Context: an optimization exercise on an open-source flow, tuned for small area. The choices shown serve that exercise and are no tape-out recipe. In this exercise RTL edits were held to simulation tests only and were not proved equivalent to the original.

$ cat design/flow/flow/run.sh
#!/bin/bash
# Standard synthesis, then a netlist clean-up (flow/faflip.py: full adders
# flipped to cancel inverters, single-load inverters folded into their
# driver), then the standard layout from floorplan on, with plain buf_1
# port buffers.
set -euo pipefail
RES=orfs/results/sky130hd/fft_peak_detect/base
bash standard.sh synth > synth.log 2>&1
cp $RES/1_2_yosys.v yosys_std.v
python3 flow/faflip.py yosys_std.v $RES/1_2_yosys.v > faflip.log 2>&1
rm -f $RES/1_synth.odb
export PRE_GLOBAL_PLACE_TCL="$PWD/flow/ports.tcl"
export CTS_ARGS="-sink_clustering_enable -repair_clock_nets -buf_list sky130_fd_sc_hd__clkbuf_8 -dont_use_dummy_load"
bash standard.sh > layout.log 2>&1
$ cat design/flow/flow/faflip.py
#!/usr/bin/env python3
"""Netlist clean-up after synthesis: flips full adders (FA is self-dual,
FA(~a,~b,~c) = ~FA(a,b,c)) to cancel inverters around them, then folds
single-load inverters into the gate that drives them.

usage: faflip.py IN.v OUT.v
"""
import re, sys

PRE = 'sky130_fd_sc_hd__'
src = open(sys.argv[1]).read()

m = re.search(r'^module\s+(\w+)\s*\((.*?)\);', src, re.S | re.M)
ports = set(p.strip() for p in m.group(2).split(','))
inst_re = re.compile(r'^(\s*)(' + PRE + r'\w+)\s+(\S+)\s*\((.*?)\);\n', re.S | re.M)
pin_re = re.compile(r'\.(\w+)\(([^()]*)\)')

cells = {}   # name -> [type, {pin: net}]
order = []
first = None
for mm in inst_re.finditer(src):
    if first is None:
        first = mm.start()
    t, n, body = mm.group(2), mm.group(3), mm.group(4)
    pins = {p: v.strip() for p, v in pin_re.findall(body)}
    cells[n] = [t[len(PRE):], pins]
    order.append(n)
last = list(inst_re.finditer(src))[-1].end()
head, tail = src[:first], src[last:]
assert 'assign' not in tail and 'assign' not in head, 'assign statements not handled'

OUT = {'X', 'Y', 'Q', 'Q_N', 'SUM', 'COUT', 'HI', 'LO'}


def is_port_net(net):
    return net.split('[')[0].strip() in ports


def build():
    drv, loads = {}, {}
    for n, (t, pins) in cells.items():
        for p, v in pins.items():
            if p in OUT:
                drv[v] = (n, p)
            else:
                loads.setdefault(v, []).append((n, p))
    return drv, loads


cnt = [0]
newnets = []


def newnet():
    cnt[0] += 1
    nn = '_ff%d_' % cnt[0]
    newnets.append(nn)
    return nn


def new_inv(a, y):
    cnt[0] += 1
    nm = '_ffi%d_' % cnt[0]
    cells[nm] = ['inv_1', {'A': a, 'Y': y}]
    return nm


def is_inv(n):
    return n in cells and cells[n][0] in ('inv_1', 'clkinv_1')


def cleanup():
    """Remove inverters without loads, and bypass inverter pairs."""
    changed = True
    while changed:
        changed = False
        drv, loads = build()
        for n in list(cells):
            if n not in cells or not is_inv(n):
                continue
            y = cells[n][1]['Y']
            if not loads.get(y) and not is_port_net(y):
                del cells[n]
                changed = True
                continue
            a = cells[n][1]['A']
            d = drv.get(a)
            # inv -> inv: loads of the second may use the first's input.
            if d and is_inv(d[0]) and not is_port_net(y):
                orig = cells[d[0]][1]['A']
                for (ln, lp) in loads.get(y, []):
                    cells[ln][1][lp] = orig
                del cells[n]
                changed = True
                drv, loads = build()


def ninv():
    return sum(1 for n in cells if is_inv(n))


COMP = {'and2_1': 'nand2_1', 'nand2_1': 'and2_1', 'or2_1': 'nor2_1', 'nor2_1': 'or2_1',
        'xor2_1': 'xnor2_1', 'xnor2_1': 'xor2_1', 'and3_1': 'nand3_1', 'nand3_1': 'and3_1',
        'or3_1': 'nor3_1', 'nor3_1': 'or3_1', 'and4_1': 'nand4_1', 'nand4_1': 'and4_1',
        'or4_1': 'nor4_1', 'nor4_1': 'or4_1', 'inv_1': None}


def outpin(t):
    return 'X' if t.startswith(('and', 'or', 'xor', 'buf', 'clkbuf')) else 'Y'


def flip(f):
    drv, loads = build()
    t, pins = cells[f]
    for p in ('A', 'B', 'CIN'):
        v = pins[p]
        d = drv.get(v)
        if d and is_inv(d[0]):
            pins[p] = cells[d[0]][1]['A']
        elif (d and COMP.get(cells[d[0]][0]) and len(loads.get(v, [])) == 1
              and not is_port_net(v)):
            g = cells[d[0]]
            del g[1][outpin(g[0])]
            g[0] = COMP[g[0]]
            g[1][outpin(g[0])] = v
        else:
            # reuse an inverter of this net if there is one
            inv = [ln for (ln, lp) in loads.get(v, []) if is_inv(ln)]
            if inv:
                pins[p] = cells[inv[0]][1]['Y']
            else:
                nn = newnet()
                new_inv(v, nn)
                pins[p] = nn
    for p in ('SUM', 'COUT'):
        o = pins[p]
        on = newnet()
        pins[p] = on
        rest = []
        for (ln, lp) in loads.get(o, []):
            if is_inv(ln) and not is_port_net(cells[ln][1]['Y']):
                y = cells[ln][1]['Y']
                _, l2 = drv, loads
                for (mn, mp) in loads.get(y, []):
                    cells[mn][1][mp] = on
                del cells[ln]
            else:
                rest.append((ln, lp))
        if rest or is_port_net(o):
            new_inv(on, o)


import copy, random


def ha_fix():
    """HA(~x, ~y) = (x ^ y, ~(x | y)): xor2 + nor2, the same area, two inverters gone."""
    n_fixed = 0
    drv, loads = build()
    for n in list(cells):
        if n not in cells or cells[n][0] != 'ha_1':
            continue
        pins = cells[n][1]
        da, db = drv.get(pins['A']), drv.get(pins['B'])
        if not (da and db and is_inv(da[0]) and is_inv(db[0])):
            continue
        x, y = cells[da[0]][1]['A'], cells[db[0]][1]['A']
        del cells[n]
        cnt[0] += 1
        if 'SUM' in pins:
            cells['_ffx%d_' % cnt[0]] = ['xor2_1', {'A': x, 'B': y, 'X': pins['SUM']}]
        if 'COUT' in pins:
            cells['_ffn%d_' % cnt[0]] = ['nor2_1', {'A': x, 'B': y, 'Y': pins['COUT']}]
        n_fixed += 1
        drv, loads = build()
    cleanup()
    return n_fixed


AREA = {}
_cur = None
for _line in open('/OpenROAD-flow-scripts/flow/platforms/sky130hd/lib/sky130_fd_sc_hd__tt_025C_1v80.lib'):
    _m = re.match(r'\s*cell\s*\(\s*"?(\w+)"?\s*\)', _line)
    if _m:
        _cur = _m.group(1)
    _m = re.match(r'\s*area\s*:\s*([\d.]+)', _line)
    if _m and _cur:
        AREA[_cur[len(PRE):]] = float(_m.group(1))
        _cur = None


def cost():
    return sum(AREA[t] for t, _ in cells.values()) - 3.75 * free_invs()


def free_invs():
    """Inverters, not counting those that only feed half adders whose both
    inputs are inverted (ha_fix removes them)."""
    drv, loads = build()
    k = 0
    for n in cells:
        if not is_inv(n):
            continue
        ls = loads.get(cells[n][1]['Y'], [])
        free = bool(ls) and not is_port_net(cells[n][1]['Y'])
        for (ln, lp) in ls:
            if cells[ln][0] != 'ha_1':
                free = False
                break
            other = cells[ln][1]['B' if lp == 'A' else 'A']
            d = drv.get(other)
            if not (d and is_inv(d[0])):
                free = False
                break
        if free:
            k += 1
    return k


# Drop synthesis buffers between cells (placement repairs what needs it).
nbuf = 0
drv, loads = build()
for n in list(cells):
    t, pins = cells[n]
    if not (t.startswith('buf_') or t.startswith('clkbuf_')):
        continue
    a, x = pins['A'], pins['X']
    if is_port_net(x):
        continue
    for (ln, lp) in loads.get(x, []):
        cells[ln][1][lp] = a
    del cells[n]
    nbuf += 1
    drv, loads = build()
print('buffers removed:', nbuf, file=sys.stderr)
cleanup()
base = cost()
print('inverters at start:', ninv(), 'area', base, file=sys.stderr)
random.seed(1)
fas = [n for n in cells if cells[n][0] == 'fa_1']


def components():
    """Two-colour the full adders: an inverter between two adders asks for
    different colours. Returns [(members, colour)] per connected group."""
    drv, loads = build()
    adj = {f: [] for f in fas}
    for f in fas:
        for p in ('A', 'B', 'CIN'):
            v = cells[f][1][p]
            k = 0
            d = drv.get(v)
            while d and is_inv(d[0]):
                k += 1
                d = drv.get(cells[d[0]][1]['A'])
            if d and cells[d[0]][0] == 'fa_1':
                adj[f].append((d[0], k & 1))
                adj[d[0]].append((f, k & 1))
    col, comps = {}, []
    for f in fas:
        if f in col:
            continue
        col[f] = 0
        q, mem = [f], [f]
        while q:
            u = q.pop()
            for (w, par) in adj[u]:
                if w not in col:
                    col[w] = col[u] ^ par
                    q.append(w)
                    mem.append(w)
        comps.append(mem)
    return comps, col


comps, col = components()
print('adder groups:', len(comps), [len(c) for c in comps][:10], file=sys.stderr)
for mem in comps:
    results = []
    for want in (0, 1):
        save = copy.deepcopy(cells)
        for f in mem:
            if col[f] == want:
                flip(f)
                cleanup()
        results.append((cost(), want))
        cells.clear()
        cells.update(save)
    k, want = min(results)
    if k < base:
        for f in mem:
            if col[f] == want:
                flip(f)
                cleanup()
        base = cost()
print('after colouring:', ninv(), base, file=sys.stderr)
best = copy.deepcopy(cells)
best_k = base
for rnd in range(6):
    random.shuffle(fas)
    for f in fas:
        save = copy.deepcopy(cells)
        flip(f)
        cleanup()
        k = cost()
        # accept ties in the first rounds to leave local minima
        if k < base or (k == base and rnd < 3):
            base = k
        else:
            cells.clear()
            cells.update(save)
        if base < best_k:
            best_k = base
            best = copy.deepcopy(cells)
    print('round', rnd, 'inverters', ninv(), 'area', base, file=sys.stderr)
cells.clear()
cells.update(best)
print('inverters after flips:', ninv(), file=sys.stderr)
print('half adders on two inverted inputs rebuilt:', ha_fix(), 'inverters', ninv(), file=sys.stderr)

drv, loads = build()
for n in list(cells):
    t, pins = cells[n]
    if t != 'ha_1':
        continue
    if not loads.get(pins.get('SUM')) and not is_port_net(pins.get('SUM', '')):
        cells[n] = ['and2_1', {'A': pins['A'], 'B': pins['B'], 'X': pins['COUT']}]
    elif not loads.get(pins.get('COUT')) and not is_port_net(pins.get('COUT', '')):
        cells[n] = ['xor2_1', {'A': pins['A'], 'B': pins['B'], 'X': pins['SUM']}]

# Half adders whose outputs only feed inverters: split into gates of the
# inverted polarity (xnor2 / nand2) and drop the inverters.
n_hs = 0
for n in list(cells):
    if n not in cells or cells[n][0] != 'ha_1':
        continue
    drv, loads = build()
    pins = cells[n][1]
    def inv_only(net):
        ls = loads.get(net, [])
        return bool(ls) and not is_port_net(net) and all(is_inv(l) for l, _ in ls)
    so, co = pins.get('SUM'), pins.get('COUT')
    inv_s = so is not None and inv_only(so)
    inv_c = co is not None and inv_only(co)
    if not (inv_s or inv_c):
        continue
    save = copy.deepcopy(cells)
    base = cost()
    a, b = pins['A'], pins['B']
    del cells[n]
    cnt[0] += 1
    for (o, inv, pos, neg, op, on) in ((so, inv_s, 'xor2_1', 'xnor2_1', 'X', 'Y'),
                                        (co, inv_c, 'and2_1', 'nand2_1', 'X', 'Y')):
        if o is None:
            continue
        if inv:
            nn = newnet()
            for (l, _) in loads.get(o, []):
                y = cells[l][1]['Y']
                for (m, mp) in loads.get(y, []):
                    cells[m][1][mp] = nn
                del cells[l]
            cells['_ffh%d_%s' % (cnt[0], neg)] = [neg, {'A': a, 'B': b, on: nn}]
        else:
            cells['_ffh%d_%s' % (cnt[0], pos)] = [pos, {'A': a, 'B': b, op: o}]
    cleanup()
    if cost() < base - 0.01:
        n_hs += 1
    else:
        cells.clear()
        cells.update(save)
print('half adders split into inverted gates:', n_hs, 'inverters', ninv(), file=sys.stderr)

# De Morgan: two-input gates whose inputs come from inverters.
DM2 = {'and2_1': 'nor2_1', 'or2_1': 'nand2_1', 'nand2_1': 'or2_1', 'nor2_1': 'and2_1',
       'xor2_1': 'xor2_1', 'xnor2_1': 'xnor2_1'}
DM1 = {'xor2_1': 'xnor2_1', 'xnor2_1': 'xor2_1'}
n_dm = 0
base = cost()
for n in list(cells):
    if n not in cells or cells[n][0] not in DM2:
        continue
    drv, loads = build()
    t, pins = cells[n]
    ia = drv.get(pins['A'])
    ib = drv.get(pins['B'])
    ia = ia if ia and is_inv(ia[0]) else None
    ib = ib if ib and is_inv(ib[0]) else None
    if ia and ib:
        newt = DM2[t]
    elif (ia or ib) and t in DM1:
        newt = DM1[t]
    else:
        continue
    save = copy.deepcopy(cells)
    out = pins[outpin(t)]
    del pins[outpin(t)]
    if ia:
        pins['A'] = cells[ia[0]][1]['A']
    if ib:
        pins['B'] = cells[ib[0]][1]['A']
    cells[n][0] = newt
    pins[outpin(newt)] = out
    cleanup()
    k = cost()
    if k < base - 0.01:
        base = k
        n_dm += 1
    else:
        cells.clear()
        cells.update(save)
print('gates rewritten on inverted inputs:', n_dm, 'inverters', ninv(), file=sys.stderr)

# Fold a single-load inverter into the simple gate that drives it.
folded = 0
drv, loads = build()
for n in list(cells):
    if n not in cells or not is_inv(n):
        continue
    a = cells[n][1]['A']
    d = drv.get(a)
    if not d or d[0] not in cells or is_port_net(a) or len(loads.get(a, [])) != 1:
        continue
    g = cells[d[0]]
    if g[0] not in COMP or COMP[g[0]] is None:
        continue
    outp = 'Y' if 'Y' in g[1] else 'X'
    newt = COMP[g[0]]
    newout = 'Y' if newt.startswith('n') or newt.startswith('xn') else 'X'
    if newt.startswith('xnor'):
        newout = 'Y'
    if newt.startswith('xor'):
        newout = 'X'
    y = cells[n][1]['Y']
    del g[1][outp]
    g[1][newout] = y
    g[0] = newt
    del cells[n]
    folded += 1
    drv, loads = build()
print('folded into gates:', folded, 'inverters left:', ninv(), file=sys.stderr)

# Write out.
used = set()
for t, pins in cells.values():
    used.update(pins.values())
decl = ''.join('  wire %s;\n' % w for w in newnets if w in used)
body = []
for n in order + [k for k in cells if k not in order]:
    if n not in cells:
        continue
    t, pins = cells[n]
    body.append('  %s%s %s (\n%s\n  );\n' % (PRE, t, n, ',\n'.join('    .%s(%s%s)' % (p, v, ' ' if v.startswith('\\') else '') for p, v in pins.items())))
open(sys.argv[2], 'w').write(head.rstrip(' ') + decl + ''.join(body) + tail)
$ cat design/flow/flow/ports.tcl
# Port buffers: inputs get sky130_fd_sc_hd__buf_2 (they fan out to many gates),
# outputs the smallest plain buffer.
rename buffer_ports my_orig_buffer_ports
proc buffer_ports {args} {
  my_orig_buffer_ports -inputs -buffer_cell sky130_fd_sc_hd__buf_2
  my_orig_buffer_ports -outputs -buffer_cell sky130_fd_sc_hd__buf_1
}
$ cat design/flow/standard.sh
#!/bin/bash
# synth_recipe.tcl (not shown) runs the flow's synth.tcl, then flattens the netlist and writes it again
# the make line also repeats each setting of config.mk as NAME=value (left out here)
make -C /OpenROAD-flow-scripts/flow DESIGN_CONFIG=/design/flow/config.mk WORK_HOME=/design/flow/orfs CLKGATE_MAP_FILE= SYNTH_SCRIPT=/design/flow/synth_recipe.tcl "${@:-finish}"
$ cat design/flow/config.mk
export PLATFORM = sky130hd
export DESIGN_NAME = fft_peak_detect
export DESIGN_NICKNAME = fft_peak_detect
export VERILOG_FILES = /design/flow/design.v
export SDC_FILE = /design/flow/constraint.sdc
export NUM_CORES = 4
export LEC_CHECK = 0
export CAP_MARGIN = 0
export CORE_MARGIN = 2
export CORE_UTILIZATION = 65
export CTS_BUF_LIST = sky130_fd_sc_hd__clkbuf_8
export SLEW_MARGIN = 0
$ cat design/flow/constraint.sdc
create_clock -name core_clock -period 10.0 [get_ports {sys_clk}]
set_input_delay 2.0000 -clock core_clock [delete_from_list [all_inputs] [get_ports {sys_clk}]]
set_output_delay 2.0000 -clock core_clock [all_outputs]
set_load 0.01 [all_outputs]
$ cat design/flow/design.v
`default_nettype none
package fft_peak_detect_pkg;
  localparam int FPD_DATA_W = 16;
  localparam int FPD_IDX_W  = 10;
  typedef enum logic [1:0] {
    ST_IDLE   = 2'd0,
    ST_ACCUM  = 2'd1,
    ST_DRAIN  = 2'd2,
    ST_REPORT = 2'd3
  } fpd_state_e;
endpackage
`default_nettype wire
`default_nettype none
module fft_mag2_pipe
#(
  parameter int DATA_W = fft_peak_detect_pkg::FPD_DATA_W
) (
  input  logic [DATA_W-1:0]     in_re,
  input  logic [DATA_W-1:0]     in_im,
  output logic [2*DATA_W-1:0]   out_pow
);
  wire [15:0] a = in_re;
  wire [15:0] b = in_im;
  wire w0 = a[0] & a[1];
  wire w1 = a[0] & a[2];
  wire w2 = a[0] & a[3];
  wire w3 = a[0] & a[4];
  wire w4 = a[0] & a[5];
  wire w5 = a[0] & a[6];
  wire w6 = a[0] & a[7];
  wire w7 = a[0] & a[8];
  wire w8 = a[0] & a[9];
  wire w9 = a[0] & a[10];
  wire w10 = a[0] & a[11];
  wire w11 = a[0] & a[12];
  wire w12 = a[0] & a[13];
  wire w13 = a[0] & a[14];
  wire w14 = ~(a[15] & a[0]);
  wire w15 = a[1] & a[2];
  wire w16 = a[1] & a[3];
  wire w17 = a[1] & a[4];
  wire w18 = a[1] & a[5];
  wire w19 = a[1] & a[6];
  wire w20 = a[1] & a[7];
  wire w21 = a[1] & a[8];
  wire w22 = a[1] & a[9];
  wire w23 = a[1] & a[10];
  wire w24 = a[1] & a[11];
  wire w25 = a[1] & a[12];
  wire w26 = a[1] & a[13];
  wire w27 = a[1] & a[14];
  wire w28 = ~(a[15] & a[1]);
  wire w29 = a[2] & a[3];
  wire w30 = a[2] & a[4];
  wire w31 = a[2] & a[5];
  wire w32 = a[2] & a[6];
  wire w33 = a[2] & a[7];
  wire w34 = a[2] & a[8];
  wire w35 = a[2] & a[9];
  wire w36 = a[2] & a[10];
  wire w37 = a[2] & a[11];
  wire w38 = a[2] & a[12];
  wire w39 = a[2] & a[13];
  wire w40 = a[2] & a[14];
  wire w41 = ~(a[15] & a[2]);
  wire w42 = a[3] & a[4];
  wire w43 = a[3] & a[5];
  wire w44 = a[3] & a[6];
  wire w45 = a[3] & a[7];
  wire w46 = a[3] & a[8];
  wire w47 = a[3] & a[9];
  wire w48 = a[3] & a[10];
  wire w49 = a[3] & a[11];
  wire w50 = a[3] & a[12];
  wire w51 = a[3] & a[13];
  wire w52 = a[3] & a[14];
  wire w53 = ~(a[15] & a[3]);
  wire w54 = a[4] & a[5];
  wire w55 = a[4] & a[6];
  wire w56 = a[4] & a[7];
  wire w57 = a[4] & a[8];
  wire w58 = a[4] & a[9];
  wire w59 = a[4] & a[10];
  wire w60 = a[4] & a[11];
  wire w61 = a[4] & a[12];
  wire w62 = a[4] & a[13];
  wire w63 = a[4] & a[14];
  wire w64 = ~(a[15] & a[4]);
  wire w65 = a[5] & a[6];
  wire w66 = a[5] & a[7];
  wire w67 = a[5] & a[8];
  wire w68 = a[5] & a[9];
  wire w69 = a[5] & a[10];
  wire w70 = a[5] & a[11];
  wire w71 = a[5] & a[12];
  wire w72 = a[5] & a[13];
  wire w73 = a[5] & a[14];
  wire w74 = ~(a[15] & a[5]);
  wire w75 = a[6] & a[7];
  wire w76 = a[6] & a[8];
  wire w77 = a[6] & a[9];
  wire w78 = a[6] & a[10];
  wire w79 = a[6] & a[11];
  wire w80 = a[6] & a[12];
  wire w81 = a[6] & a[13];
  wire w82 = a[6] & a[14];
  wire w83 = ~(a[15] & a[6]);
  wire w84 = a[7] & a[8];
  wire w85 = a[7] & a[9];
  wire w86 = a[7] & a[10];
  wire w87 = a[7] & a[11];
  wire w88 = a[7] & a[12];
  wire w89 = a[7] & a[13];
  wire w90 = a[7] & a[14];
  wire w91 = ~(a[15] & a[7]);
  wire w92 = a[8] & a[9];
  wire w93 = a[8] & a[10];
  wire w94 = a[8] & a[11];
  wire w95 = a[8] & a[12];
  wire w96 = a[8] & a[13];
  wire w97 = a[8] & a[14];
  wire w98 = ~(a[15] & a[8]);
  wire w99 = a[9] & a[10];
  wire w100 = a[9] & a[11];
  wire w101 = a[9] & a[12];
  wire w102 = a[9] & a[13];
  wire w103 = a[9] & a[14];
  wire w104 = ~(a[15] & a[9]);
  wire w105 = a[10] & a[11];
  wire w106 = a[10] & a[12];
  wire w107 = a[10] & a[13];
  wire w108 = a[10] & a[14];
  wire w109 = ~(a[15] & a[10]);
  wire w110 = a[11] & a[12];
  wire w111 = a[11] & a[13];
  wire w112 = a[11] & a[14];
  wire w113 = ~(a[15] & a[11]);
  wire w114 = a[12] & a[13];
  wire w115 = a[12] & a[14];
  wire w116 = ~(a[15] & a[12]);
  wire w117 = a[13] & a[14];
  wire w118 = ~(a[15] & a[13]);
  wire w119 = ~(a[15] & a[14]);
  wire w120 = b[0] & b[1];
  wire w121 = b[0] & b[2];
  wire w122 = b[0] & b[3];
  wire w123 = b[0] & b[4];
  wire w124 = b[0] & b[5];
  wire w125 = b[0] & b[6];
  wire w126 = b[0] & b[7];
  wire w127 = b[0] & b[8];
  wire w128 = b[0] & b[9];
  wire w129 = b[0] & b[10];
  wire w130 = b[0] & b[11];
  wire w131 = b[0] & b[12];
  wire w132 = b[0] & b[13];
  wire w133 = b[0] & b[14];
  wire w134 = ~(b[15] & b[0]);
  wire w135 = b[1] & b[2];
  wire w136 = b[1] & b[3];
  wire w137 = b[1] & b[4];
  wire w138 = b[1] & b[5];
  wire w139 = b[1] & b[6];
  wire w140 = b[1] & b[7];
  wire w141 = b[1] & b[8];
  wire w142 = b[1] & b[9];
  wire w143 = b[1] & b[10];
  wire w144 = b[1] & b[11];
  wire w145 = b[1] & b[12];
  wire w146 = b[1] & b[13];
  wire w147 = b[1] & b[14];
  wire w148 = ~(b[15] & b[1]);
  wire w149 = b[2] & b[3];
  wire w150 = b[2] & b[4];
  wire w151 = b[2] & b[5];
  wire w152 = b[2] & b[6];
  wire w153 = b[2] & b[7];
  wire w154 = b[2] & b[8];
  wire w155 = b[2] & b[9];
  wire w156 = b[2] & b[10];
  wire w157 = b[2] & b[11];
  wire w158 = b[2] & b[12];
  wire w159 = b[2] & b[13];
  wire w160 = b[2] & b[14];
  wire w161 = ~(b[15] & b[2]);
  wire w162 = b[3] & b[4];
  wire w163 = b[3] & b[5];
  wire w164 = b[3] & b[6];
  wire w165 = b[3] & b[7];
  wire w166 = b[3] & b[8];
  wire w167 = b[3] & b[9];
  wire w168 = b[3] & b[10];
  wire w169 = b[3] & b[11];
  wire w170 = b[3] & b[12];
  wire w171 = b[3] & b[13];
  wire w172 = b[3] & b[14];
  wire w173 = ~(b[15] & b[3]);
  wire w174 = b[4] & b[5];
  wire w175 = b[4] & b[6];
  wire w176 = b[4] & b[7];
  wire w177 = b[4] & b[8];
  wire w178 = b[4] & b[9];
  wire w179 = b[4] & b[10];
  wire w180 = b[4] & b[11];
  wire w181 = b[4] & b[12];
  wire w182 = b[4] & b[13];
  wire w183 = b[4] & b[14];
  wire w184 = ~(b[15] & b[4]);
  wire w185 = b[5] & b[6];
  wire w186 = b[5] & b[7];
  wire w187 = b[5] & b[8];
  wire w188 = b[5] & b[9];
  wire w189 = b[5] & b[10];
  wire w190 = b[5] & b[11];
  wire w191 = b[5] & b[12];
  wire w192 = b[5] & b[13];
  wire w193 = b[5] & b[14];
  wire w194 = ~(b[15] & b[5]);
  wire w195 = b[6] & b[7];
  wire w196 = b[6] & b[8];
  wire w197 = b[6] & b[9];
  wire w198 = b[6] & b[10];
  wire w199 = b[6] & b[11];
  wire w200 = b[6] & b[12];
  wire w201 = b[6] & b[13];
  wire w202 = b[6] & b[14];
  wire w203 = ~(b[15] & b[6]);
  wire w204 = b[7] & b[8];
  wire w205 = b[7] & b[9];
  wire w206 = b[7] & b[10];
  wire w207 = b[7] & b[11];
  wire w208 = b[7] & b[12];
  wire w209 = b[7] & b[13];
  wire w210 = b[7] & b[14];
  wire w211 = ~(b[15] & b[7]);
  wire w212 = b[8] & b[9];
  wire w213 = b[8] & b[10];
  wire w214 = b[8] & b[11];
  wire w215 = b[8] & b[12];
  wire w216 = b[8] & b[13];
  wire w217 = b[8] & b[14];
  wire w218 = ~(b[15] & b[8]);
  wire w219 = b[9] & b[10];
  wire w220 = b[9] & b[11];
  wire w221 = b[9] & b[12];
  wire w222 = b[9] & b[13];
  wire w223 = b[9] & b[14];
  wire w224 = ~(b[15] & b[9]);
  wire w225 = b[10] & b[11];
  wire w226 = b[10] & b[12];
  wire w227 = b[10] & b[13];
  wire w228 = b[10] & b[14];
  wire w229 = ~(b[15] & b[10]);
  wire w230 = b[11] & b[12];
  wire w231 = b[11] & b[13];
  wire w232 = b[11] & b[14];
  wire w233 = ~(b[15] & b[11]);
  wire w234 = b[12] & b[13];
  wire w235 = b[12] & b[14];
  wire w236 = ~(b[15] & b[12]);
  wire w237 = b[13] & b[14];
  wire w238 = ~(b[15] & b[13]);
  wire w239 = ~(b[15] & b[14]);
  wire w240 = w10 ^ w23;
  wire w241 = w10 & w23;
  wire w242, w243;
  assign {w243, w242} = w12 + w25 + w37;
  wire w244 = w48 ^ w58;
  wire w245 = w48 & w58;
  wire w246, w247;
  assign {w247, w246} = w13 + w26 + w38;
  wire w248 = w49 ^ w59;
  wire w249 = w49 & w59;
  wire w250, w251;
  assign {w251, w250} = w14 + w27 + w39;
  wire w252, w253;
  assign {w253, w252} = w50 + w60 + w69;
  wire w254, w255;
  assign {w255, w254} = w77 + w84 + a[8];
  wire w256 = w134 ^ w147;
  wire w257 = w134 & w147;
  wire w258, w259;
  assign {w259, w258} = w28 + w40 + w51;
  wire w260, w261;
  assign {w261, w260} = w61 + w70 + w78;
  wire w262, w263;
  assign {w263, w262} = w85 + w148 + w160;
  wire w264, w265;
  assign {w265, w264} = w41 + w52 + w62;
  wire w266, w267;
  assign {w267, w266} = w71 + w79 + w86;
  wire w268, w269;
  assign {w269, w268} = w92 + a[9] + w161;
  wire w270, w271;
  assign {w271, w270} = w53 + w63 + w72;
  wire w272, w273;
  assign {w273, w272} = w64 + w73 + w81;
  wire w274 = w6 ^ w19;
  wire w275 = w6 & w19;
  wire w276, w277;
  assign {w277, w276} = w8 + w21 + w33;
  wire w278 = w44 ^ w54;
  wire w279 = w44 & w54;
  wire w280, w281;
  assign {w281, w280} = w9 + w22 + w34;
  wire w282 = w45 ^ w55;
  wire w283 = w45 & w55;
  wire w284, w285;
  assign {w285, w284} = w35 + w46 + w56;
  wire w286, w287;
  assign {w287, w286} = w65 + a[6] + w130;
  wire w288, w289;
  assign {w289, w288} = w143 + w155 + w166;
  wire w290, w291;
  assign {w291, w290} = w11 + w24 + w36;
  wire w292, w293;
  assign {w293, w292} = w47 + w57 + w66;
  wire w294, w295;
  assign {w295, w294} = w131 + w144 + w156;
  wire w296 = w167 ^ w177;
  wire w297 = w167 & w177;
  wire w298, w299;
  assign {w299, w298} = w67 + w75 + a[7];
  wire w300, w301;
  assign {w301, w300} = w132 + w145 + w157;
  wire w302, w303;
  assign {w303, w302} = w168 + w178 + w187;
  wire w304, w305;
  assign {w305, w304} = w195 + b[7] + w242;
  wire w306, w307;
  assign {w307, w306} = w68 + w76 + w133;
  wire w308, w309;
  assign {w309, w308} = w146 + w158 + w169;
  wire w310, w311;
  assign {w311, w310} = w179 + w188 + w196;
  wire w312, w313;
  assign {w313, w312} = w246 + w248 + w243;
  wire w314, w315;
  assign {w315, w314} = w159 + w170 + w180;
  wire w316, w317;
  assign {w317, w316} = w189 + w197 + w204;
  wire w318, w319;
  assign {w319, w318} = b[8] + w250 + w252;
  wire w320, w321;
  assign {w321, w320} = w254 + w256 + w247;
  wire w322, w323;
  assign {w323, w322} = w171 + w181 + w190;
  wire w324, w325;
  assign {w325, w324} = w198 + w205 + 1'b1;
  wire w326, w327;
  assign {w327, w326} = w258 + w260 + w262;
  wire w328, w329;
  assign {w329, w328} = w251 + w253 + w255;
  wire w330, w331;
  assign {w331, w330} = w172 + w182 + w191;
  wire w332, w333;
  assign {w333, w332} = w199 + w206 + w212;
  wire w334, w335;
  assign {w335, w334} = b[9] + w264 + w266;
  wire w336, w337;
  assign {w337, w336} = w268 + w259 + w261;
  wire w338, w339;
  assign {w339, w338} = w80 + w87 + w93;
  wire w340, w341;
  assign {w341, w340} = w173 + w183 + w192;
  wire w342, w343;
  assign {w343, w342} = w200 + w207 + w213;
  wire w344, w345;
  assign {w345, w344} = w270 + w265 + w267;
  wire w346, w347;
  assign {w347, w346} = w88 + w94 + w99;
  wire w348, w349;
  assign {w349, w348} = a[10] + w184 + w193;
  wire w350, w351;
  assign {w351, w350} = w201 + w208 + w214;
  wire w352, w353;
  assign {w353, w352} = w219 + b[10] + w272;
  wire w354, w355;
  assign {w355, w354} = w74 + w82 + w89;
  wire w356, w357;
  assign {w357, w356} = w95 + w100 + w194;
  wire w358, w359;
  assign {w359, w358} = w202 + w209 + w215;
  wire w360, w361;
  assign {w361, w360} = w83 + w90 + w96;
  wire w362, w363;
  assign {w363, w362} = w101 + w105 + a[11];
  wire w364, w365;
  assign {w365, w364} = w203 + w210 + w216;
  wire w366, w367;
  assign {w367, w366} = w91 + w97 + w102;
  wire w368, w369;
  assign {w369, w368} = w98 + w103 + w107;
  wire w370, w371;
  assign {w371, w370} = w4 + w17 + w29;
  wire w372 = w5 ^ w18;
  wire w373 = w5 & w18;
  wire w374, w375;
  assign {w375, w374} = w31 + w42 + a[4];
  wire w376, w377;
  assign {w377, w376} = w126 + w139 + w151;
  wire w378, w379;
  assign {w379, w378} = w7 + w20 + w32;
  wire w380, w381;
  assign {w381, w380} = w43 + w127 + w140;
  wire w382 = w152 ^ w163;
  wire w383 = w152 & w163;
  wire w384, w385;
  assign {w385, w384} = a[5] + w128 + w141;
  wire w386, w387;
  assign {w387, w386} = w153 + w164 + w174;
  wire w388, w389;
  assign {w389, w388} = b[5] + w276 + w278;
  wire w390, w391;
  assign {w391, w390} = w129 + w142 + w154;
  wire w392, w393;
  assign {w393, w392} = w165 + w175 + w280;
  wire w394, w395;
  assign {w395, w394} = w282 + w277 + w279;
  wire w396, w397;
  assign {w397, w396} = w176 + w185 + b[6];
  wire w398, w399;
  assign {w399, w398} = w240 + w284 + w286;
  wire w400, w401;
  assign {w401, w400} = w288 + w281 + w283;
  wire w402, w403;
  assign {w403, w402} = w186 + w241 + w290;
  wire w404, w405;
  assign {w405, w404} = w292 + w294 + w296;
  wire w406, w407;
  assign {w407, w406} = w285 + w287 + w289;
  wire w408, w409;
  assign {w409, w408} = w244 + w298 + w300;
  wire w410, w411;
  assign {w411, w410} = w302 + w304 + w291;
  wire w412, w413;
  assign {w413, w412} = w293 + w295 + w297;
  wire w414, w415;
  assign {w415, w414} = w245 + w306 + w308;
  wire w416, w417;
  assign {w417, w416} = w310 + w312 + w299;
  wire w418, w419;
  assign {w419, w418} = w301 + w303 + w305;
  wire w420, w421;
  assign {w421, w420} = w249 + w314 + w316;
  wire w422, w423;
  assign {w423, w422} = w318 + w320 + w307;
  wire w424, w425;
  assign {w425, w424} = w309 + w311 + w313;
  wire w426, w427;
  assign {w427, w426} = w257 + w322 + w324;
  wire w428, w429;
  assign {w429, w428} = w326 + w328 + w315;
  wire w430, w431;
  assign {w431, w430} = w317 + w319 + w321;
  wire w432, w433;
  assign {w433, w432} = w263 + w330 + w332;
  wire w434, w435;
  assign {w435, w434} = w334 + w336 + w323;
  wire w436, w437;
  assign {w437, w436} = w325 + w327 + w329;
  wire w438, w439;
  assign {w439, w438} = w269 + w338 + w340;
  wire w440, w441;
  assign {w441, w440} = w342 + w344 + w331;
  wire w442, w443;
  assign {w443, w442} = w333 + w335 + w337;
  wire w444, w445;
  assign {w445, w444} = w271 + w346 + w348;
  wire w446, w447;
  assign {w447, w446} = w350 + w352 + w339;
  wire w448, w449;
  assign {w449, w448} = w341 + w343 + w345;
  wire w450, w451;
  assign {w451, w450} = w220 + w273 + w354;
  wire w452, w453;
  assign {w453, w452} = w356 + w358 + w347;
  wire w454, w455;
  assign {w455, w454} = w349 + w351 + w353;
  wire w456, w457;
  assign {w457, w456} = w221 + w225 + b[11];
  wire w458, w459;
  assign {w459, w458} = w360 + w362 + w364;
  wire w460, w461;
  assign {w461, w460} = w355 + w357 + w359;
  wire w462, w463;
  assign {w463, w462} = w106 + w211 + w217;
  wire w464, w465;
  assign {w465, w464} = w222 + w226 + w366;
  wire w466, w467;
  assign {w467, w466} = w361 + w363 + w365;
  wire w468, w469;
  assign {w469, w468} = w110 + a[12] + w218;
  wire w470, w471;
  assign {w471, w470} = w223 + w227 + w230;
  wire w472, w473;
  assign {w473, w472} = b[12] + w368 + w367;
  wire w474, w475;
  assign {w475, w474} = w104 + w108 + w111;
  wire w476, w477;
  assign {w477, w476} = w224 + w228 + w231;
  wire w478, w479;
  assign {w479, w478} = w109 + w112 + w114;
  wire w480, w481;
  assign {w481, w480} = a[13] + w229 + w232;
  wire w482, w483;
  assign {w483, w482} = w2 + w15 + a[2];
  wire w484 = w3 ^ w16;
  wire w485 = w3 & w16;
  wire w486, w487;
  assign {w487, w486} = a[3] + w124 + w137;
  wire w488 = w149 ^ b[3];
  wire w489 = w149 & b[3];
  wire w490, w491;
  assign {w491, w490} = w30 + w125 + w138;
  wire w492, w493;
  assign {w493, w492} = w150 + w372 + w371;
  wire w494, w495;
  assign {w495, w494} = w162 + b[4] + w274;
  wire w496, w497;
  assign {w497, w496} = w374 + w376 + w373;
  wire w498, w499;
  assign {w499, w498} = w275 + w378 + w380;
  wire w500, w501;
  assign {w501, w500} = w382 + w375 + w377;
  wire w502, w503;
  assign {w503, w502} = w384 + w386 + w388;
  wire w504, w505;
  assign {w505, w504} = w379 + w381 + w383;
  wire w506, w507;
  assign {w507, w506} = w390 + w392 + w394;
  wire w508, w509;
  assign {w509, w508} = w385 + w387 + w389;
  wire w510, w511;
  assign {w511, w510} = w396 + w398 + w400;
  wire w512, w513;
  assign {w513, w512} = w391 + w393 + w395;
  wire w514, w515;
  assign {w515, w514} = w402 + w404 + w406;
  wire w516, w517;
  assign {w517, w516} = w397 + w399 + w401;
  wire w518, w519;
  assign {w519, w518} = w408 + w410 + w412;
  wire w520, w521;
  assign {w521, w520} = w403 + w405 + w407;
  wire w522, w523;
  assign {w523, w522} = w414 + w416 + w418;
  wire w524, w525;
  assign {w525, w524} = w409 + w411 + w413;
  wire w526, w527;
  assign {w527, w526} = w420 + w422 + w424;
  wire w528, w529;
  assign {w529, w528} = w415 + w417 + w419;
  wire w530, w531;
  assign {w531, w530} = w426 + w428 + w430;
  wire w532, w533;
  assign {w533, w532} = w421 + w423 + w425;
  wire w534, w535;
  assign {w535, w534} = w432 + w434 + w436;
  wire w536, w537;
  assign {w537, w536} = w427 + w429 + w431;
  wire w538, w539;
  assign {w539, w538} = w438 + w440 + w442;
  wire w540, w541;
  assign {w541, w540} = w433 + w435 + w437;
  wire w542, w543;
  assign {w543, w542} = w444 + w446 + w448;
  wire w544, w545;
  assign {w545, w544} = w439 + w441 + w443;
  wire w546, w547;
  assign {w547, w546} = w450 + w452 + w454;
  wire w548, w549;
  assign {w549, w548} = w445 + w447 + w449;
  wire w550, w551;
  assign {w551, w550} = w456 + w458 + w460;
  wire w552, w553;
  assign {w553, w552} = w451 + w453 + w455;
  wire w554, w555;
  assign {w555, w554} = w462 + w464 + w466;
  wire w556, w557;
  assign {w557, w556} = w457 + w459 + w461;
  wire w558, w559;
  assign {w559, w558} = w468 + w470 + w472;
  wire w560, w561;
  assign {w561, w560} = w463 + w465 + w467;
  wire w562, w563;
  assign {w563, w562} = w369 + w474 + w476;
  wire w564, w565;
  assign {w565, w564} = w469 + w471 + w473;
  wire w566, w567;
  assign {w567, w566} = w234 + b[13] + w478;
  wire w568, w569;
  assign {w569, w568} = w480 + w475 + w477;
  wire w570, w571;
  assign {w571, w570} = w113 + w115 + w233;
  wire w572, w573;
  assign {w573, w572} = w235 + w479 + w481;
  wire w574, w575;
  assign {w575, w574} = w116 + w117 + a[14];
  wire w576, w577;
  assign {w577, w576} = w236 + w237 + b[14];
  wire w578 = w0 ^ a[1];
  wire w579 = w0 & a[1];
  wire w580 = w122 ^ w135;
  wire w581 = w122 & w135;
  wire w582, w583;
  assign {w583, w582} = w123 + w136 + w484;
  wire w584, w585;
  assign {w585, w584} = w370 + w486 + w488;
  wire w586, w587;
  assign {w587, w586} = w490 + w492 + w487;
  wire w588, w589;
  assign {w589, w588} = w494 + w496 + w491;
  wire w590, w591;
  assign {w591, w590} = w498 + w500 + w495;
  wire w592, w593;
  assign {w593, w592} = w502 + w504 + w499;
  wire w594, w595;
  assign {w595, w594} = w506 + w508 + w503;
  wire w596, w597;
  assign {w597, w596} = w510 + w512 + w507;
  wire w598, w599;
  assign {w599, w598} = w514 + w516 + w511;
  wire w600, w601;
  assign {w601, w600} = w518 + w520 + w515;
  wire w602, w603;
  assign {w603, w602} = w522 + w524 + w519;
  wire w604, w605;
  assign {w605, w604} = w526 + w528 + w523;
  wire w606, w607;
  assign {w607, w606} = w530 + w532 + w527;
  wire w608, w609;
  assign {w609, w608} = w534 + w536 + w531;
  wire w610, w611;
  assign {w611, w610} = w538 + w540 + w535;
  wire w612, w613;
  assign {w613, w612} = w542 + w544 + w539;
  wire w614, w615;
  assign {w615, w614} = w546 + w548 + w543;
  wire w616, w617;
  assign {w617, w616} = w550 + w552 + w547;
  wire w618, w619;
  assign {w619, w618} = w554 + w556 + w551;
  wire w620, w621;
  assign {w621, w620} = w558 + w560 + w555;
  wire w622, w623;
  assign {w623, w622} = w562 + w564 + w559;
  wire w624, w625;
  assign {w625, w624} = w566 + w568 + w563;
  wire w626, w627;
  assign {w627, w626} = w570 + w572 + w567;
  wire w628, w629;
  assign {w629, w628} = w574 + w576 + w571;
  wire w630, w631;
  assign {w631, w630} = w118 + w238 + w575;
  wire w632, w633;
  assign {w633, w632} = w119 + a[15] + w239;
  wire w634 = w120 ^ b[1];
  wire w635 = w120 & b[1];
  wire w636, w637;
  assign {w637, w636} = w1 + w121 + w579;
  wire w638, w639;
  assign {w639, w638} = b[2] + w482 + w580;
  wire w640, w641;
  assign {w641, w640} = w483 + w582 + w581;
  wire w642, w643;
  assign {w643, w642} = w485 + w584 + w583;
  wire w644, w645;
  assign {w645, w644} = w489 + w586 + w585;
  wire w646, w647;
  assign {w647, w646} = w493 + w588 + w587;
  wire w648, w649;
  assign {w649, w648} = w497 + w590 + w589;
  wire w650, w651;
  assign {w651, w650} = w501 + w592 + w591;
  wire w652, w653;
  assign {w653, w652} = w505 + w594 + w593;
  wire w654, w655;
  assign {w655, w654} = w509 + w596 + w595;
  wire w656, w657;
  assign {w657, w656} = w513 + w598 + w597;
  wire w658, w659;
  assign {w659, w658} = w517 + w600 + w599;
  wire w660, w661;
  assign {w661, w660} = w521 + w602 + w601;
  wire w662, w663;
  assign {w663, w662} = w525 + w604 + w603;
  wire w664, w665;
  assign {w665, w664} = w529 + w606 + w605;
  wire w666, w667;
  assign {w667, w666} = w533 + w608 + w607;
  wire w668, w669;
  assign {w669, w668} = w537 + w610 + w609;
  wire w670, w671;
  assign {w671, w670} = w541 + w612 + w611;
  wire w672, w673;
  assign {w673, w672} = w545 + w614 + w613;
  wire w674, w675;
  assign {w675, w674} = w549 + w616 + w615;
  wire w676, w677;
  assign {w677, w676} = w553 + w618 + w617;
  wire w678, w679;
  assign {w679, w678} = w557 + w620 + w619;
  wire w680, w681;
  assign {w681, w680} = w561 + w622 + w621;
  wire w682, w683;
  assign {w683, w682} = w565 + w624 + w623;
  wire w684, w685;
  assign {w685, w684} = w569 + w626 + w625;
  wire w686, w687;
  assign {w687, w686} = w573 + w628 + w627;
  wire w688, w689;
  assign {w689, w688} = w577 + w630 + w629;
  wire w690, w691;
  assign {w691, w690} = b[15] + w632 + w631;
  wire [31:0] ra = {w633, w690, w688, w686, w684, w682, w680, w678, w676, w674, w672, w670, w668, w666, w664, w662, w660, w658, w656, w654, w652, w650, w648, w646, w644, w642, w640, w638, w636, w578, 1'b0, a[0]};
  wire [31:0] rb = {w691, w689, w687, w685, w683, w681, w679, w677, w675, w673, w671, w669, w667, w665, w663, w661, w659, w657, w655, w653, w651, w649, w647, w645, w643, w641, w639, w637, w635, w634, 1'b0, b[0]};
  wire w692 = ra[0] ^ rb[0];
  wire w693 = ra[0] & rb[0];
  wire w694, w695;
  assign {w695, w694} = ra[1] + rb[1] + w693;
  wire w696, w697;
  assign {w697, w696} = ra[2] + rb[2] + w695;
  wire w698, w699;
  assign {w699, w698} = ra[3] + rb[3] + w697;
  wire w700, w701;
  assign {w701, w700} = ra[4] + rb[4] + w699;
  wire w702, w703;
  assign {w703, w702} = ra[5] + rb[5] + w701;
  wire w704, w705;
  assign {w705, w704} = ra[6] + rb[6] + w703;
  wire w706, w707;
  assign {w707, w706} = ra[7] + rb[7] + w705;
  wire w708 = ra[8] & rb[8];
  wire w709 = ra[9] & rb[9];
  wire w710 = ra[10] & rb[10];
  wire w711 = ra[11] & rb[11];
  wire w712 = ra[12] & rb[12];
  wire w713 = ra[13] & rb[13];
  wire w714 = ra[14] & rb[14];
  wire w715 = ra[15] & rb[15];
  wire w716 = ra[16] & rb[16];
  wire w717 = ra[17] & rb[17];
  wire w718 = ra[18] & rb[18];
  wire w719 = ra[19] & rb[19];
  wire w720 = ra[20] & rb[20];
  wire w721 = ra[21] & rb[21];
  wire w722 = ra[22] & rb[22];
  wire w723 = ra[23] & rb[23];
  wire w724 = ra[24] & rb[24];
  wire w725 = ra[25] & rb[25];
  wire w726 = ra[26] & rb[26];
  wire w727 = ra[27] & rb[27];
  wire w728 = ra[28] & rb[28];
  wire w729 = ra[29] & rb[29];
  wire w730 = ra[30] & rb[30];
  wire w731 = ra[31] & rb[31];
  wire w732 = ra[8] ^ rb[8];
  wire w733 = ra[9] ^ rb[9];
  wire w734 = ra[10] ^ rb[10];
  wire w735 = ra[11] ^ rb[11];
  wire w736 = ra[12] ^ rb[12];
  wire w737 = ra[13] ^ rb[13];
  wire w738 = ra[14] ^ rb[14];
  wire w739 = ra[15] ^ rb[15];
  wire w740 = ra[16] ^ rb[16];
  wire w741 = ra[17] ^ rb[17];
  wire w742 = ra[18] ^ rb[18];
  wire w743 = ra[19] ^ rb[19];
  wire w744 = ra[20] ^ rb[20];
  wire w745 = ra[21] ^ rb[21];
  wire w746 = ra[22] ^ rb[22];
  wire w747 = ra[23] ^ rb[23];
  wire w748 = ra[24] ^ rb[24];
  wire w749 = ra[25] ^ rb[25];
  wire w750 = ra[26] ^ rb[26];
  wire w751 = ra[27] ^ rb[27];
  wire w752 = ra[28] ^ rb[28];
  wire w753 = ra[29] ^ rb[29];
  wire w754 = ra[30] ^ rb[30];
  wire w755 = ra[31] ^ rb[31];
  wire w756 = w708 | (w732 & w707);
  wire w757 = w709 | (w733 & w756);
  wire w758 = w733 & w732;
  wire w759 = w711 | (w735 & w710);
  wire w760 = w735 & w734;
  wire w761 = w713 | (w737 & w712);
  wire w762 = w737 & w736;
  wire w763 = w715 | (w739 & w714);
  wire w764 = w739 & w738;
  wire w765 = w717 | (w741 & w716);
  wire w766 = w741 & w740;
  wire w767 = w719 | (w743 & w718);
  wire w768 = w743 & w742;
  wire w769 = w721 | (w745 & w720);
  wire w770 = w745 & w744;
  wire w771 = w723 | (w747 & w722);
  wire w772 = w747 & w746;
  wire w773 = w725 | (w749 & w724);
  wire w774 = w749 & w748;
  wire w775 = w727 | (w751 & w726);
  wire w776 = w751 & w750;
  wire w777 = w729 | (w753 & w728);
  wire w778 = w753 & w752;
  wire w779 = w731 | (w755 & w730);
  wire w780 = w755 & w754;
  wire w781 = w759 | (w760 & w757);
  wire w782 = w760 & w758;
  wire w783 = w763 | (w764 & w761);
  wire w784 = w764 & w762;
  wire w785 = w767 | (w768 & w765);
  wire w786 = w768 & w766;
  wire w787 = w771 | (w772 & w769);
  wire w788 = w772 & w770;
  wire w789 = w775 | (w776 & w773);
  wire w790 = w776 & w774;
  wire w791 = w779 | (w780 & w777);
  wire w792 = w780 & w778;
  wire w793 = w783 | (w784 & w781);
  wire w794 = w784 & w782;
  wire w795 = w787 | (w788 & w785);
  wire w796 = w788 & w786;
  wire w797 = w791 | (w792 & w789);
  wire w798 = w792 & w790;
  wire w799 = w795 | (w796 & w793);
  wire w800 = w796 & w794;
  wire w801 = w797 | (w798 & w799);
  wire w802 = w798 & w800;
  wire w803 = w785 | (w786 & w793);
  wire w804 = w786 & w794;
  wire w805 = w789 | (w790 & w799);
  wire w806 = w790 & w800;
  wire w807 = w761 | (w762 & w781);
  wire w808 = w762 & w782;
  wire w809 = w765 | (w766 & w793);
  wire w810 = w766 & w794;
  wire w811 = w769 | (w770 & w803);
  wire w812 = w770 & w804;
  wire w813 = w773 | (w774 & w799);
  wire w814 = w774 & w800;
  wire w815 = w777 | (w778 & w805);
  wire w816 = w778 & w806;
  wire w817 = w710 | (w734 & w757);
  wire w818 = w734 & w758;
  wire w819 = w712 | (w736 & w781);
  wire w820 = w736 & w782;
  wire w821 = w714 | (w738 & w807);
  wire w822 = w738 & w808;
  wire w823 = w716 | (w740 & w793);
  wire w824 = w740 & w794;
  wire w825 = w718 | (w742 & w809);
  wire w826 = w742 & w810;
  wire w827 = w720 | (w744 & w803);
  wire w828 = w744 & w804;
  wire w829 = w722 | (w746 & w811);
  wire w830 = w746 & w812;
  wire w831 = w724 | (w748 & w799);
  wire w832 = w748 & w800;
  wire w833 = w726 | (w750 & w813);
  wire w834 = w750 & w814;
  wire w835 = w728 | (w752 & w805);
  wire w836 = w752 & w806;
  wire w837 = w730 | (w754 & w815);
  wire w838 = w754 & w816;
  wire w839 = w732 ^ w707;
  wire w840 = w733 ^ w756;
  wire w841 = w734 ^ w757;
  wire w842 = w735 ^ w817;
  wire w843 = w736 ^ w781;
  wire w844 = w737 ^ w819;
  wire w845 = w738 ^ w807;
  wire w846 = w739 ^ w821;
  wire w847 = w740 ^ w793;
  wire w848 = w741 ^ w823;
  wire w849 = w742 ^ w809;
  wire w850 = w743 ^ w825;
  wire w851 = w744 ^ w803;
  wire w852 = w745 ^ w827;
  wire w853 = w746 ^ w811;
  wire w854 = w747 ^ w829;
  wire w855 = w748 ^ w799;
  wire w856 = w749 ^ w831;
  wire w857 = w750 ^ w813;
  wire w858 = w751 ^ w833;
  wire w859 = w752 ^ w805;
  wire w860 = w753 ^ w835;
  wire w861 = w754 ^ w815;
  wire w862 = w755 ^ w837;
  assign out_pow = {w862, w861, w860, w859, w858, w857, w856, w855, w854, w853, w852, w851, w850, w849, w848, w847, w846, w845, w844, w843, w842, w841, w840, w839, w706, w704, w702, w700, w698, w696, w694, w692};
endmodule
`default_nettype wire
`default_nettype none
module fft_peak_detect
#(
  parameter int DATA_W = fft_peak_detect_pkg::FPD_DATA_W,
  parameter int FFT_N  = 1024,
  parameter int IDX_W  = fft_peak_detect_pkg::FPD_IDX_W
) (
  input  logic                sys_clk,
  input  logic                sys_rst,
  input  logic [DATA_W-1:0]   s_re,
  input  logic [DATA_W-1:0]   s_im,
  input  logic                s_valid,
  input  logic                s_last,
  output logic                s_ready,
  output logic [IDX_W-1:0]    peak_idx,
  output logic [2*DATA_W-1:0] peak_pow,
  output logic                peak_valid,
  output logic                frame_err,
  output logic                busy
);
  localparam int PW = 2 * DATA_W;
  logic             en_q, post_q, bad_q;
  logic [IDX_W-1:0] cnt_q, run_idx_q, peak_idx_q;
  logic [PW-1:0]    run_pow_q, peak_pow_q;
  logic             w_accept, w_at_end, w_last, w_elig, w_first, w_hit, w_load;
  logic [PW-1:0]    w_pow;
  logic             w_gt;
  assign w_accept = s_valid & s_ready;
  assign w_at_end = &cnt_q;
  assign w_last   = w_accept & (s_last | w_at_end);
  assign w_elig   = ~cnt_q[IDX_W-1] & (|cnt_q);
  assign w_first  = (cnt_q == IDX_W'(1));
  fft_mag2_pipe #(.DATA_W(DATA_W)) u_mag2 (
    .in_re   (s_re),
    .in_im   (s_im),
    .out_pow (w_pow)
  );
  fft_peak_cmp #(.W(PW)) u_cmp (.a(w_pow), .b(run_pow_q), .gt(w_gt), .lt());
  assign w_hit  = w_accept & w_elig & (w_first | w_gt);
  assign w_load = post_q & (cnt_q == IDX_W'(FFT_N - 2)) & ~bad_q;
  always_ff @(posedge sys_clk) begin
    if (w_hit) begin
      run_pow_q <= w_pow;
      run_idx_q <= w_first ? IDX_W'(|{s_re, s_im}) : cnt_q;
    end
    if (!post_q) bad_q <= ~(s_last & w_at_end);
  end
  always_ff @(posedge sys_clk or negedge sys_rst) begin
    if (!sys_rst) begin
      en_q       <= 1'b0;
      post_q     <= 1'b0;
      cnt_q      <= '0;
      peak_idx_q <= '0;
      peak_pow_q <= '0;
    end else begin
      en_q <= 1'b1;
      if (w_last) begin
        post_q <= 1'b1;
        cnt_q  <= IDX_W'(FFT_N - 4);
      end else if (post_q | w_accept) begin
        cnt_q <= cnt_q + IDX_W'(1);
        if (w_at_end) post_q <= 1'b0;
      end
      if (w_load) begin
        peak_idx_q <= run_idx_q;
        peak_pow_q <= run_pow_q;
      end
    end
  end
  assign s_ready    = en_q & ~post_q;
  assign busy       = post_q | (|cnt_q);
  assign peak_valid = post_q & w_at_end & ~bad_q;
  assign frame_err  = post_q & w_at_end & bad_q;
  assign peak_idx   = peak_idx_q;
  assign peak_pow   = peak_pow_q;
endmodule
module fft_peak_cmp
#(
  parameter int W = 32
) (
  input  logic [W-1:0] a,
  input  logic [W-1:0] b,
  output logic         gt,
  output logic         lt
);
  if (W == 1) begin : g_leaf
    assign gt = a[0] & ~b[0];
    assign lt = b[0] & ~a[0];
  end else begin : g_node
    localparam int H = W / 2;
    logic gt_hi, lt_hi, gt_lo, lt_lo;
    fft_peak_cmp #(.W(W - H)) u_hi (.a(a[W-1:H]), .b(b[W-1:H]), .gt(gt_hi), .lt(lt_hi));
    fft_peak_cmp #(.W(H))     u_lo (.a(a[H-1:0]), .b(b[H-1:0]), .gt(gt_lo), .lt(lt_lo));
    assign gt = gt_hi | (~lt_hi & gt_lo);
    assign lt = lt_hi | (~gt_hi & lt_lo);
  end
endmodule
`default_nettype wire
==> results.cfg, run 1 <==
[timing]
min_period_ns = 9.62
fin_skew_ns = 0.0211
max_freq_mhz = 104
drv_slew = 0
setup_tns_ns = 0
setup_viol = 0
maxSlewHeadroom_pct = 48.2
layout_setup_ws_ns = 0.376
hold_violations = 0
worst_pin_slew_ns = 0.776
worst_hold_slack_ns = 0.479
grt_setup_unrepaired = no
fin_crit_sh_pct = 96.2

[clock_tree]
clock_latency_ns = 0.35
cts_tree = done
post_cts_buffers = 0
clkSinkCount = 97
ctsHoldBuffers = 0
clockBufferDepth = 2
htree_levels = 3
cts_buffers = 9
path_clk_slew_ns = 0.08
clockRootBuffer = clkbuf_8

[floorplanning]
die-area_mm2 = 0.0176
die-height_um = 133
coreArea_mm2 = 0.0164
row_count = 47
die_x_um = 133
io-pin-count = 82
start_util_pct = 65.7

[setup_path]
end_kind = register
path_cells = buf_2 -> inv_1 -> fa_1 -> fa_1 -> fa_1 -> fa_1 -> fa_1 -> fa_1 -> fa_1 -> fa_1 -> nor2b_1 -> o2111ai_1 -> a21oi_1 -> o2111ai_1 -> a21oi_1 -> nor2b_1 -> fa_1 -> and2_1 -> maj3_2 -> maj3_2 -> maj3_2 -> a211o_1 -> o31ai_4 -> buf_4
rrSetupSlack_ns = 6.84
arrival_ns = 9.67
cp-start-kind = input port
cp_data_required_time_ns = 10.05
cp.buffers_inverters = 3
cp_top_family = adder cells
path_class = input port to register
critPathSlowestCell = fa_1
path_max_fanout = 10
cp_common_cell = fa_1
cp_slowest_stage_delay_ns = 0.55

[yosys]
synthCells = 974
ys_warn_count = 1
syn_nets = 1240
synthesis.area_mm2 = 0.0108
syn-mean-instance-area_um2 = 11.1

[placement]
placed_area_mm2 = 0.0117
dp_worst_setup_slack_ns = -0.0832
dp_hpwl_mm = 20.9
place.gp.congestion = 0.933
port_buffers = 81
placed_cells = 1312

[final_layout]
drive_gt1_share_pct = 11.4
num_antenna_cells = 0
final_nets = 1369
fin_cells = 1321
fin_area_mm2 = 0.0118
syn_to_final_growth_pct = 9.87

[grt]
grt_max_degree = 55
grt_usage_pct = 31.1
grt_pass1_vias = 8042
antenna_found_initial = 0
globalRouteOverflowTotal = 0
grt_pass1_wl_mm = 41.9

[drt]
firstDrtPassIters = 5
route.detailed.drc = 0
drtIter0Drc = 564
wirelength_mm = 25.5
wl_per_cell_um = 19.3
vias_per_cell = 5.81
vias = 7671
detail-route-antenna-nets = 0

[flow_run]
max_cap_viol_count = 0

[status]
outcome = timing/DRC/antenna clean

[worst_hold_path]
holdCritPathClass = register to register
[layout make-up]
class	instances	area, um^2
Multi-Input combinational cell	809	7890
Fill cell	1223	4570
Sequential cell	97	2640
Timing Repair Buffer	118	651
Tap cell	220	275
Inverter	68	255
Clock buffer	9	124
[registers in the layout (all words and copies together), names as in the netlist]
register	cells
cnt_q	10
peak_pow_q	32
peak_idx_q	10
run_idx_q	10
bad_q	1
en_q	1
run_pow_q	32
post_q	1
[layer usage]
metal / track usage (%) / share of wire [%]
met1: 45.3 / 42
met2: 49.1 / 46
met3: 4.79 / 8.7
met4: 9.98 / 2.8
met5: 0 / 0
[placed cells by master (no fill, tap or decap), types with 3 or more instances in the layout]
| cell | instances |
|---|---|
| mux2_2 | 35 |
| fa_1 | 228 |
| maj3_1 | 11 |
| nand2b_1 | 7 |
| and2_1 | 54 |
| a2111oi_0 | 3 |
| xnor2_1 | 20 |
| buf_1 | 46 |
| clkbuf_8 | 9 |
| o21a_1 | 3 |
| buf_4 | 35 |
| nand4_1 | 5 |
| a21o_1 | 4 |
| a21oi_1 | 24 |
| nor2_1 | 35 |
| buf_2 | 35 |
| o221ai_1 | 4 |
| dfrtp_1 | 54 |
| edfxtp_1 | 43 |
| nor3_1 | 5 |
| xor2_1 | 31 |
| o211ai_1 | 3 |
| o21ai_0 | 26 |
| nand2_1 | 246 |
| nand3_1 | 10 |
| nor4_1 | 9 |
| nor2b_1 | 9 |
| inv_1 | 68 |
| maj3_2 | 4 |
[through the flow]
step                      utilization [%]
after floorplan                         -
after global placement               71.4
after detailed placement             71.4
after CTS                            72.1
after global routing                 72.1
final                                72.1
[worst paths after layout]
check | start | to | cells after the start
setup / recovery | s_re[2] | run_idx_q[8]$_SDFFCE_PN0P_ | 24
hold / removal | run_idx_q[8]$_SDFFCE_PN0P_ | peak_idx_q[8]$_DFFE_PN0P_ | 1
max in group asynchronous | sys_rst | cnt_q[2]$_DFFE_PN0P_ | 2
hold reg to reg | run_idx_q[8]$_SDFFCE_PN0P_ | peak_idx_q[8]$_DFFE_PN0P_ | 1
min in group asynchronous | sys_rst | peak_pow_q[12]$_DFFE_PN0P_ | 2
setup reg to reg | run_pow_q[11]$_DFFE_PP_ | run_idx_q[8]$_SDFFCE_PN0P_ | 8
[timing repair]
action,CTS,global route
endpoints found under the setup margin,0,6
gates resized for setup,0,0
endpoints found under the hold margin,0,0
==> inputs of run 2 (changes only) <==
--- a/design/flow/flow/faflip.py
+++ b/design/flow/flow/faflip.py
@@ -411,6 +411,27 @@
         cells.update(save)
 print('gates rewritten on inverted inputs:', n_dm, 'inverters', ninv(), file=sys.stderr)
 
+# mux2 (11.3 um2) -> a22o (8.8 um2) with one shared inverter per select net.
+n_mx = 0
+drv, loads = build()
+sel_inv = {}
+for n in list(cells):
+    t, pins = cells[n]
+    if t not in ('mux2_1', 'mux2_2'):
+        continue
+    sl = pins['S']
+    if sl not in sel_inv:
+        inv = [ln for (ln, lp) in loads.get(sl, []) if is_inv(ln)]
+        if inv:
+            sel_inv[sl] = cells[inv[0]][1]['Y']
+        else:
+            nn = newnet()
+            new_inv(sl, nn)
+            sel_inv[sl] = nn
+    cells[n] = ['a22o_1', {'A1': sl, 'A2': pins['A1'], 'B1': sel_inv[sl], 'B2': pins['A0'], 'X': pins['X']}]
+    n_mx += 1
+print('mux2 rebuilt as a22o:', n_mx, file=sys.stderr)
+
 # Fold a single-load inverter into the simple gate that drives it.
 folded = 0
 drv, loads = build()
--- a/design/flow/config.mk
+++ b/design/flow/config.mk
@@ -7,6 +7,6 @@
 export LEC_CHECK = 0
 export CAP_MARGIN = 0
 export CORE_MARGIN = 2
-export CORE_UTILIZATION = 65
+export CORE_UTILIZATION = 88
 export CTS_BUF_LIST = sky130_fd_sc_hd__clkbuf_8
 export SLEW_MARGIN = 0
==> run 2 against run 1 <==
  * The flow now stops in 5_1_grt
  * Synthesized cell count grew 0.10%
  * Synthesized area shrank 0.78%
==> results.cfg, run 2 <==
[status]
outcome = aborted with a tool error
stop_stage = 5_1_grt
error = [ERROR GRT-0116] Global routing finished with congestion. Check the congestion regions in the DRC Viewer.

[yosys]
syn_nets = 1241
syn-mean-instance-area_um2 = 11.0
synthesis.area_mm2 = 0.0107
ys_warn_count = 1
synthCells = 975

[clock_tree]
cts_buffers = 9
clockRootBuffer = clkbuf_8
htree_levels = 3
post_cts_buffers = 0
clockBufferDepth = 2

[floorplanning]
row_count = 40
die_x_um = 114
start_util_pct = 89.7
io-pin-count = 82
die-height_um = 114

[grt]
grt_usage_pct = 81.4
grt_pass1_wl_mm = 76.6
grt_max_degree = 55
globalRouteOverflowTotal = 35
grt_pass1_vias = 12748

[placement]
port_buffers = 81
dp_hpwl_mm = 25.9
place.gp.congestion = 0.987
dp_worst_setup_slack_ns = -0.510
-- run 2: metrics by stage --
stage / cells / cell area (um^2) / util (%)
global placement: 1234 / 11500 / 96.5
CTS: 1243 / 11600 / 97.7
detailed placement: 1234 / 11500 / 96.5
floorplan: 975 / 10700 / -
-- run 2: worst max path at each step --
stage / startpoint / endpoint / cells past startpoint
after global placement: s_re[0] / run_pow_q[30]$_DFFE_PP_ / 24
after floorplan: s_re[1] / run_idx_q[0]$_DFFE_PP_ / 22
after CTS: s_re[0] / run_pow_q[24]$_DFFE_PP_ / 25
after detailed placement: s_re[0] / run_pow_q[30]$_DFFE_PP_ / 24
-- run 2: routing by layer --
metal	overflow	global-route usage (%)
met1	0	80.5
met2	10	94.4
met3	2	67.8
met4	23	86.5
met5	0	36.1
-- run 2: timing repair --
item                       in CTS
resized for setup               5
pin swaps                       2
hold buffers                    0
setup endpoints to repair      42

[afterwards: timing with drivers on the ports]
How much do the figures lean on ideal ports? The routed layout below was timed once more, with nothing changed but the port constraints.
Step 1, drivers: a clkbuf_16 drives sys_clk and a buf_2 each remaining input, both assumed.
Step 2 also shifts input and output timing later by t, the mid clock arrival at the registers, as if the neighbouring blocks saw the same clock.
a / b / c = ideal ports / drivers / drivers and shift; a / b = the first two.
run: run 1
t, ns: 0.374
setup slack, ns: 0.376 / 0.387 / 0.012
worst hold slack (ns): 0.479 / 0.479 / 0.479
worst data-port slew with drivers (ns): 0.04
cell pins on the clock port's net: 1
After both steps run 1 still meets setup and hold. For run 1, drivers alone change the setup slack by +0.011 ns; drivers and shift together by -0.364 ns.
